From an optimization exercise on the open Yosys and OpenROAD flow, aimed at small area, a short achievable clock period and few clock cycles per item; shortcuts taken in it are not production practice. Function was checked by simulation only, so behaviour that the tests miss may differ from the original. Power figures rest on the tool's default switching activity, not on a simulated workload.

==> design/flow/config.mk <==
export PLATFORM = sky130hd
export DESIGN_NAME = bitmap_block_allocator_core
export DESIGN_NICKNAME = bitmap_block_allocator_core
export VERILOG_FILES = /design/flow/design.v
export SDC_FILE = /design/flow/constraint.sdc
export NUM_CORES = 4
export LEC_CHECK = 0
export CAP_MARGIN = 20
export CORE_MARGIN = 2
export CORE_UTILIZATION = 60
export CTS_BUF_LIST = sky130_fd_sc_hd__clkbuf_16
export CTS_CLUSTER_DIAMETER = 50
export CTS_CLUSTER_SIZE = 20
export SETUP_SLACK_MARGIN = 5
export SLEW_MARGIN = 20
==> design/flow/constraint.sdc <==
create_clock -name core_clock -period 9.0 [get_ports {clk}]
set_input_delay 1.8000 -clock core_clock [delete_from_list [all_inputs] [get_ports {clk}]]
set_output_delay 1.8000 -clock core_clock [all_outputs]
set_load 0.01 [all_outputs]
==> design/flow/design.v <==
package bba_pkg;
    localparam int BLOCK_W = 10;
    localparam int COUNT_W = 11;
    localparam int STATUS_W = 2;
    localparam int WORD_W = 5;
    localparam int WORDS = 32;
    localparam int MARK_W = 32;
    localparam int POS_W = 5;
    localparam logic REQ_ALLOC = 1'b0;
    localparam logic REQ_FREE = 1'b1;
    localparam logic [STATUS_W-1:0] ST_OK = 2'd0;
    localparam logic [STATUS_W-1:0] ST_NOFREE = 2'd1;
    localparam logic [STATUS_W-1:0] ST_RANGE = 2'd2;
    localparam logic REG_BLK_COUNT = 1'b0;
    localparam logic [COUNT_W-1:0] BLK_COUNT_RESET = 11'd1024;
endpackage
import bba_pkg::*;
module bba_mark_mem (
    input  logic                 clk,
    input  logic                 rst_n,
    input  logic [WORDS-1:0]     wr_en,
    input  logic [MARK_W-1:0]    wr_data,
    input  logic                 wr_full,
    input  logic [WORDS-1:0]     rd_sel,
    output logic [MARK_W-1:0]    rd_data,
    output logic [WORDS-1:0]     full
);
    logic [MARK_W-1:0] mem_q [WORDS];
    logic [WORDS-1:0]  full_reg;
    always_ff @(posedge clk)
    begin
        for (int w = 0; w < WORDS; w++)
        begin
            if (wr_en[w])
            begin
                mem_q[w] <= wr_data;
                full_reg[w] <= wr_full;
            end
        end
    end
    always_comb
    begin
        rd_data = '0;
        for (int w = 0; w < WORDS; w++)
        begin
            rd_data = rd_data | (mem_q[w] & {MARK_W{rd_sel[w]}});
        end
    end
    assign full = full_reg;
endmodule
module bba_prefix_or #(
    parameter int N = 32,
    parameter int L = 5
) (
    input  logic [N-1:0] x,
    output logic [N-1:0] y
);
    logic [N-1:0] p [L+1];
    assign p[0] = x;
    for (genvar l = 0; l < L; l++)
    begin : g_level
        for (genvar i = 0; i < N; i++)
        begin : g_bit
            if ((i >> l) & 1)
            begin : g_or
                assign p[l + 1][i] = p[l][i] | p[l][((i >> l) << l) - 1];
            end
            else
            begin : g_pass
                assign p[l + 1][i] = p[l][i];
            end
        end
    end
    assign y = p[L];
endmodule
import bba_pkg::*;
module bitmap_block_allocator_core #(
    parameter int NUM_BLOCKS = 1024
) (
    input  logic                           clk,
    input  logic                           rst_n,
    input  logic                           req_valid,
    output logic                           req_ready,
    input  logic                           req_type,
    input  logic [9:0]                     req_block_number,
    output logic                           res_valid,
    input  logic                           res_ready,
    output logic [1:0]                     res_status,
    output logic [9:0]                     res_allocated_block,
    input  logic                           psel,
    input  logic                           penable,
    input  logic                           pwrite,
    input  logic [2:0]                     paddr,
    input  logic [31:0]                    pwdata,
    output logic [31:0]                    prdata,
    output logic                           pready
);
    logic [COUNT_W-1:0] blk_count_reg;
    logic [COUNT_W-1:0] limit;
    logic               cfg_wr;
    assign pready = 1'b1;
    assign cfg_wr = psel && penable && pwrite && (paddr[2] == REG_BLK_COUNT);
    always_ff @(posedge clk or negedge rst_n)
    begin
        if (!rst_n)
            blk_count_reg <= BLK_COUNT_RESET;
        else if (cfg_wr)
            blk_count_reg <= pwdata[COUNT_W-1:0];
    end
    assign prdata = (paddr[2] == REG_BLK_COUNT) ? 32'(blk_count_reg) : '0;
    assign limit = blk_count_reg[10] ? COUNT_W'(1024) : blk_count_reg;
    logic [WORDS-1:0] word_in_range;
    always_comb
    begin
        for (int w = 0; w < WORDS; w++)
            word_in_range[w] = (COUNT_W'(w * MARK_W) < limit);
    end
    logic [MARK_W-1:0] tail_mask;
    always_comb
    begin
        for (int b = 0; b < MARK_W; b++)
            tail_mask[b] = (POS_W'(b) < limit[POS_W-1:0]);
    end
    logic                r_vld, r_vld_next;
    logic                r_type, r_type_next;
    logic [BLOCK_W-1:0]  r_blk, r_blk_next;
    logic                r_fok, r_fok_next;
    logic                q0_vld, q1_vld;
    logic [11:0]         q0_data, q1_data;
    logic                accept, proc, pop;
    logic [11:0]         res_new;
    assign req_ready = !r_vld || !q1_vld;
    assign accept = req_valid && req_ready;
    assign pop = q0_vld && res_ready;
    assign proc = r_vld && !q1_vld;
    logic                clr;
    always_ff @(posedge clk or negedge rst_n)
    begin
        if (!rst_n)
            clr <= 1'b1;
        else
            clr <= 1'b0;
    end
    assign r_vld_next = accept || (r_vld && !proc);
    assign r_type_next = accept ? req_type : r_type;
    assign r_blk_next = accept ? req_block_number : r_blk;
    assign r_fok_next = accept ? (COUNT_W'(req_block_number) < limit) : r_fok;
    always_ff @(posedge clk or negedge rst_n)
    begin
        if (!rst_n)
        begin
            r_vld <= 1'b0;
            q0_vld <= 1'b0;
            q1_vld <= 1'b0;
        end
        else
        begin
            r_vld <= r_vld_next;
            if (pop)
            begin
                q0_vld <= q1_vld || proc;
                q1_vld <= 1'b0;
            end
            else if (proc)
            begin
                q0_vld <= 1'b1;
                q1_vld <= q0_vld;
            end
        end
    end
    always_ff @(posedge clk)
    begin
        r_type <= r_type_next;
        r_blk <= r_blk_next;
        r_fok <= r_fok_next;
        if (pop)
        begin
            q0_data <= q1_vld ? q1_data : res_new;
            q1_data <= res_new;
        end
        else if (proc)
        begin
            if (!q0_vld)
                q0_data <= res_new;
            else
                q1_data <= res_new;
        end
    end
    assign res_valid = q0_vld;
    assign res_status = q0_data[11:10];
    assign res_allocated_block = q0_data[9:0];
    logic [WORD_W-1:0]  cw, cw_next;
    logic               cv, cv_next;
    logic [WORDS-1:0]   word_sel, word_sel_next;
    logic               cpart;
    logic [WORDS-1:0]   mem_full;
    logic [WORDS-1:0]   mem_wr_en;
    logic [MARK_W-1:0]  mem_wr_data;
    logic               mem_wr_full;
    logic [MARK_W-1:0]  mem_rd_data;
    logic               r_alloc, r_free, p_alloc, p_free;
    logic [WORD_W-1:0]  f_word;
    logic [MARK_W-1:0]  f_bit;
    logic               f_ok;
    assign r_alloc = r_vld && (r_type == REQ_ALLOC);
    assign r_free = r_vld && (r_type == REQ_FREE);
    assign p_alloc = proc && (r_type == REQ_ALLOC);
    assign p_free = proc && (r_type == REQ_FREE);
    assign f_word = r_blk[BLOCK_W-1:POS_W];
    assign f_bit = MARK_W'(1) << r_blk[POS_W-1:0];
    assign f_ok = r_fok;
    logic [MARK_W-1:0]  raw_free;
    logic [MARK_W-1:0]  lower_free;
    logic [MARK_W-1:0]  pick;
    logic [POS_W-1:0]   pick_pos;
    logic               found;
    logic               two_free;
    logic               alloc_full;
    logic [MARK_W-1:0]  allowed;
    logic [MARK_W-1:0]  take;
    assign cpart = ({1'b0, cw} == limit[COUNT_W-1:POS_W]);
    assign allowed = (cpart ? tail_mask : '1) & {MARK_W{cv}};
    assign raw_free = ~mem_rd_data;
    assign found = |(raw_free & allowed);
    logic [MARK_W-1:0]  any_free_upto;
    bba_prefix_or #(.N(MARK_W), .L(POS_W)) u_pre_free (
        .x (raw_free),
        .y (any_free_upto)
    );
    assign lower_free = {any_free_upto[MARK_W-2:0], 1'b0};
    assign pick = raw_free & ~lower_free;
    assign take = pick & allowed;
    logic [MARK_W-1:0]  t_any [POS_W+1];
    logic [MARK_W-1:0]  t_two [POS_W+1];
    always_comb
    begin
        t_any[0] = raw_free;
        t_two[0] = '0;
        for (int l = 1; l <= POS_W; l++)
        begin
            t_any[l] = '0;
            t_two[l] = '0;
            for (int i = 0; i < (MARK_W >> l); i++)
            begin
                t_any[l][i] = t_any[l - 1][2 * i] | t_any[l - 1][2 * i + 1];
                t_two[l][i] = t_two[l - 1][2 * i] | t_two[l - 1][2 * i + 1]
                            | (t_any[l - 1][2 * i] & t_any[l - 1][2 * i + 1]);
            end
        end
    end
    assign two_free = t_two[POS_W][0];
    assign alloc_full = found ? !two_free : !t_any[POS_W][0];
    always_comb
    begin
        pick_pos = '0;
        for (int i = 0; i < MARK_W; i++)
        begin
            if (pick[i])
                pick_pos = pick_pos | POS_W'(i);
        end
    end
    logic [WORDS-1:0]   avail;
    logic [WORDS-1:0]   lower_avail;
    logic [WORDS-1:0]   any_avail_upto;
    assign avail = word_in_range & ~mem_full & ~(word_sel & {WORDS{r_alloc}});
    bba_prefix_or #(.N(WORDS), .L(WORD_W)) u_pre_avail (
        .x (avail),
        .y (any_avail_upto)
    );
    logic [WORDS-1:0]   next_oh;
    logic [WORD_W-1:0]  next_word;
    logic               next_any;
    always_comb
    begin
        lower_avail = {any_avail_upto[WORDS-2:0], 1'b0};
        next_oh = avail & ~lower_avail;
        next_word = '0;
        for (int w = 0; w < WORDS; w++)
        begin
            if (next_oh[w])
                next_word = next_word | WORD_W'(w);
        end
        next_any = |avail;
    end
    always_comb
    begin
        mem_wr_en = (word_sel & {WORDS{proc && (!r_free || f_ok)}}) | {WORDS{clr}};
        if (clr)
            mem_wr_data = '0;
        else if (r_free)
            mem_wr_data = mem_rd_data & ~f_bit;
        else
            mem_wr_data = mem_rd_data | take;
        mem_wr_full = !clr && !r_free && alloc_full;
    end
    bba_mark_mem u_mem (
        .clk     (clk),
        .rst_n   (rst_n),
        .wr_en   (mem_wr_en),
        .wr_data (mem_wr_data),
        .wr_full (mem_wr_full),
        .rd_sel  (word_sel),
        .rd_data (mem_rd_data),
        .full    (mem_full)
    );
    logic               load_next, load_free;
    logic [WORDS-1:0]   cw_oh_next;
    assign load_next = !r_vld || (p_alloc && found && alloc_full);
    assign load_free = p_free && f_ok && (!cv || (f_word < cw));
    always_comb
    begin
        if (clr)
        begin
            cw_next = '0;
            cv_next = 1'b1;
            cw_oh_next = WORDS'(1);
        end
        else if (load_next)
        begin
            cw_next = next_word;
            cv_next = next_any;
            cw_oh_next = next_oh;
        end
        else if (load_free)
        begin
            cw_next = f_word;
            cv_next = 1'b1;
            cw_oh_next = WORDS'(1) << f_word;
        end
        else
        begin
            cw_next = cw;
            cv_next = cv;
            cw_oh_next = WORDS'(1) << cw;
        end
        if (accept)
            word_sel_next = (req_type == REQ_FREE)
                          ? (WORDS'(1) << req_block_number[BLOCK_W-1:POS_W])
                          : cw_oh_next;
        else if (r_vld && !proc && (r_type == REQ_FREE))
            word_sel_next = WORDS'(1) << f_word;
        else
            word_sel_next = cw_oh_next;
    end
    always_ff @(posedge clk)
    begin
        cw <= cw_next;
        cv <= cv_next;
        word_sel <= word_sel_next;
    end
    always_comb
    begin
        if (r_type == REQ_ALLOC)
            res_new = found ? {ST_OK, cw, pick_pos} : {ST_NOFREE, 10'd0};
        else
            res_new = f_ok ? {ST_OK, 10'd0} : {ST_RANGE, 10'd0};
    end
endmodule
==> design/flow/run.sh <==
#!/bin/bash
# synth_recipe.tcl (not shown) runs the flow's synth.tcl, then flattens the netlist and writes it again
# the make line also repeats each setting of config.mk as NAME=value (left out here)
make -C /OpenROAD-flow-scripts/flow DESIGN_CONFIG=/design/flow/config.mk WORK_HOME=/design/flow/orfs CLKGATE_MAP_FILE= SYNTH_SCRIPT=/design/flow/synth_recipe.tcl finish
==> notes.md <==
## layout by cell type, fill, tap and decap left out, types with 13 or more instances in the layout
| cell | netlist | routed |
|---|---|---|
| nor4_1 | 40 | 17 |
| clkbuf_16 | 0 | 93 |
| o31ai_1 | 36 | 28 |
| nand2_2 | 0 | 36 |
| mux2i_1 | 25 | 23 |
| mux2_2 | 21 | 21 |
| buf_6 | 2 | 16 |
| o21ai_0 | 85 | 67 |
| nor4_2 | 7 | 18 |
| a211oi_1 | 26 | 24 |
| a31oi_1 | 22 | 21 |
| nand4_1 | 158 | 158 |
| nand2_1 | 163 | 126 |
| a21oi_1 | 104 | 99 |
| nor2b_1 | 24 | 19 |
| buf_12 | 0 | 41 |
| dfxtp_4 | 0 | 29 |
| a211o_1 | 17 | 17 |
| nand3_1 | 57 | 52 |
| o22ai_1 | 18 | 18 |
| nor3_1 | 48 | 43 |
| clkdlybuf4s50_1 | 0 | 42 |
| nor2_1 | 162 | 151 |
| nand2b_1 | 28 | 26 |
| ha_1 | 13 | 13 |
| a221oi_2 | 1 | 15 |
| buf_4 | 25 | 185 |
| conb_1 | 2 | 23 |
| inv_1 | 13 | 17 |
| edfxtp_1 | 1092 | 1092 |
| o21ai_1 | 1 | 14 |
| a22oi_1 | 526 | 526 |
| o211ai_1 | 17 | 17 |
## Yosys cell counts (6+ instances only)
master,n
and2_1,7
nor4_1,40
nand2_1,163
nand3_1,57
and4_1,6
a21oi_1,104
buf_4,25
and3_1,7
o21ai_0,85
o21a_1,8
a211oi_1,26
nor3_1,48
or3_1,8
mux2i_1,25
nor3b_1,9
nand2b_1,28
nor2b_1,24
o211ai_1,17
a22oi_1,526
inv_1,13
edfxtp_1,1092
a41oi_1,8
a31oi_1,22
buf_1,8
ha_1,13
o22ai_1,18
nand4_1,158
nand3b_1,10
dfrtp_1,13
o31ai_1,36
a221oi_1,17
a211o_1,17
mux2_2,21
dfxtp_1,38
clkbuf_1,99
nor2_1,162
or2_2,11
nor4_2,7
a21o_1,9
buf_2,113
## worst max-delay path: stages
cell and delay [ns]:
buf_12 0.13, nor2b_1 0.13, buf_2 0.15
## logic make-up after synthesis
group / Yosys count
DFF: 1145
AOI/OAI and AO/OA: 938
and+or+nand+nor: 772
buffers and inverters: 264
muxes: 51
adders and majority gates: 13
xor gates and xnor gates: 6
other: 2
## cell type report
type | count | area (um2) | share of cell area, %
Sequential cell | 1145 | 34100 | 62.7
Multi-Input combinational cell | 1807 | 12500 | 23.0
Timing Repair Buffer | 316 | 3270 | 6.01
Clock buffer | 92 | 2300 | 4.24
Tap cell | 1040 | 1300 | 2.40
Clock inverter | 76 | 828 | 1.53
Inverter | 17 | 63.8 | 0.117
## power by group
part           internal, mW  switching, mW
Combinational          1.07           2.76
Clock                  2.05           2.09
Sequential             7.66          0.473
Total                  10.8           5.32
## routing by layer
layer / routed length, um / part of all wire (%) / track usage, % / up-vias
li1: - / - / - / 13356
met1: 58600 / 33 / 58.0 / 16753
met2: 77700 / 44 / 64.9 / 3419
met3: 28500 / 16 / 12.7 / 640
met4: 10400 / 5.9 / 21.8 / 0
met5: 0 / 0 / 0 / -
## timing repair
item                       in CTS  in global routing
setup endpoints to repair     871                383
hold endpoints to repair        0                  0
gates resized for setup       213                 84
hold buffers                    0                  0
cloned                          4                  3
setup buffers                  42                 72
pin swaps                      16                 17
## final timing paths
kind	endpoint	slack [ns]	cells past startpoint
setup / recovery	prdata[9]	4.98	3
hold / removal	q0_data[5]$_DFFE_PP_	0.54	2
setup reg to reg	word_sel[7]$_DFF_P_	5.01	14
hold reg to reg	q0_data[5]$_DFFE_PP_	0.54	2
max in group asynchronous	blk_count_reg[5]$_DFFE_PN0P_	6.93	1
min in group asynchronous	blk_count_reg[4]$_DFFE_PN0P_	1.56	1
==> results by group <==
Logic synthesis
  – Synth warnings: 7
  – Gate Count Post-Synth: around 3200
  – Prevailing post-synth register cell: edfxtp_1
  – Asr flop ratio synth: about 1.3%
  – Seq/Total Area, Yosys: between 70% and 80%
  – Post-synthesis mux area share: approximately 1.2%
  – Flops & latches, synth: between 1000 and 1500
  – Synth Cell Area: ~0.047 mm2
  – Post-synthesis simple-gate area fraction: around 8.7%
  – Top-area cell type share of the netlist area: approximately 70%
  – Xor/xnor share of the synthesized area: 0.113%
  – Area contributors post-synth: edfxtp_1 70%, a22oi_1 8.5%, nand4_1 2.1%
  – Average cell area after synthesis: between 10 and 15 um2
  – Post-synth top area cell: edfxtp_1
  – Compound-Gate Fraction of Synth Area: 14.3%
  – EDFF count, synth: approximately 1100
  – Netlist cell types: just over 80
  – Largest family of logic cells by synthesized area: compound AO/OA/AOI/OAI gates
  – Synth Area in Adders: 0.349%

Clocking
  – Root buf cell: clkbuf_16
  – Worst-path clk slew: around 0.070 ns
  – Clock Latency Late Sink: slightly above 0.7 ns
  – Clock tree buffer depth: 3
  – Clock sink total: ~1100
  – CTS buffer count: just over 90
  – H-tree depth: 3
  – TritonCTS clock tree: done

Finish
  – Non-Filler Instances: 4493
  – # diodes: 0
  – # nets final: between 3000 and 4000
  – Design area: 0.0543 mm2
  – FILL cells: 4949
  – Area Growth Syn to Fin: 16.4%
  – Largest register FFs: a little over 1000
  – Fraction of layout cells with a size suffix above 1: between 10% and 20%
  – Final core occ: approximately 70%

Critical path
  – Largest fanout on the critical path: 12
  – Crit start category: primary input
  – Nature of the critical path endpoint: primary output
  – Critical path launch point: paddr[2]
  – Setup Crit Path Kind: in -> out
  – WP data required: between 7 and 8 ns
  – Reg2reg start: word_sel[17]$_DFF_P_
  – CP Data Arrival Time: ~2.2 ns

STA
  – Final clock skew: around 0.054 ns
  – Fin. Hold Viols: 0
  – Post-route setup TNS: 0 ns
  – Minimum hold slack: ~0.54 ns
  – Slew headroom: between 20 and 30%
  – Fin worst setup slack: 4.98 ns
  – Final period util: 44.6%
  – RSZ-0062 raised after global routing: yes
  – Fin. max-slew vios: 0
  – # setup viols final: 0
  – Slew @ Worst Pin: ~1.1 ns
  – Tmin final: 4.02 ns
  – F_max: around 250 MHz

Status
  – Status: complete, no violations

Detailed routing
  – Total wire length: roughly 180000 um
  – Wirelength per Cell: about 39 um
  – Initial DRC count: 6026
  – Final ANT Viol Nets: 0
  – Routed vias: roughly 34000
  – DR pass1 iterations: 6
  – Vias per std cell: roughly 7.6
  – Drc violations: 0

Place
  – DP HPWL: ~99000 um
  – Post-Place Cells: 4204
  – Placement Setup Slack: approximately 3.4 ns
  – Gpl congestion: a little under 1
  – Placed Area: just under 0.05 mm2
  – PortBufs: 54

Power
  – Power, Total: 16.1 mW
  – P_leak: approximately 18 nW
  – Max VDD drop: between 0.2 and 0.3 mV
  – Pwr dens: approximately 300 mW/mm2

Global routing
  – Initial antenna violation count: 3
  – Total track usage: ~43%
  – Largest net degree at the start of global routing: 75
  – Vias in the first global route: 31460
  – First-pass GRT wire length: roughly 240000 um
  – Total global routing overflow: 0

Min path
  – Hold_sp: q1_data[5]$_DFFE_PP_
  – HP Class: reg -> reg

Floorplanning
  – Starting Density: between 60% and 70%
  – Die area: ~0.08 mm2
  – # rows: approximately 100
  – Num ports: 100
  – Die span in x: between 200 and 300 um
  – Die Y: between 200 and 300 um
  – Core outline area: between 0.07 and 0.08 mm2

Flow run
  – Max Cap Viol: 0
Testbench counts, summed over its fixed seeds: cycles 16,168, items 16,152.

-- port drivers added, routing unchanged --
Ports are ideal in the flow. The routed layout listed here was re-timed in OpenROAD. Step 1 (the two cells are an assumption about what drives the block):
set clk [get_ports {clk}]
set_driving_cell -lib_cell sky130_fd_sc_hd__clkbuf_16 $clk
set_driving_cell -lib_cell sky130_fd_sc_hd__buf_2 [delete_from_list [all_inputs] $clk]
Step 2 also shifts input and output timing later by t, the mid clock arrival at the registers, as if the neighbouring blocks saw the same clock. Three values: no drivers, after step 1, after step 2; two values: the first two.
shift t [ns]: 0.748
slack for setup (ns): 4.985 / 4.934 / 4.453
hold WS [ns]: 0.539 / 0.539 / 0.539
latest minus earliest clock arrival (ns): 0.054 / 0.054
After both steps setup and hold are still met in this run. For this run, drivers alone change the setup slack by -0.051 ns; drivers and shift together by -0.532 ns.
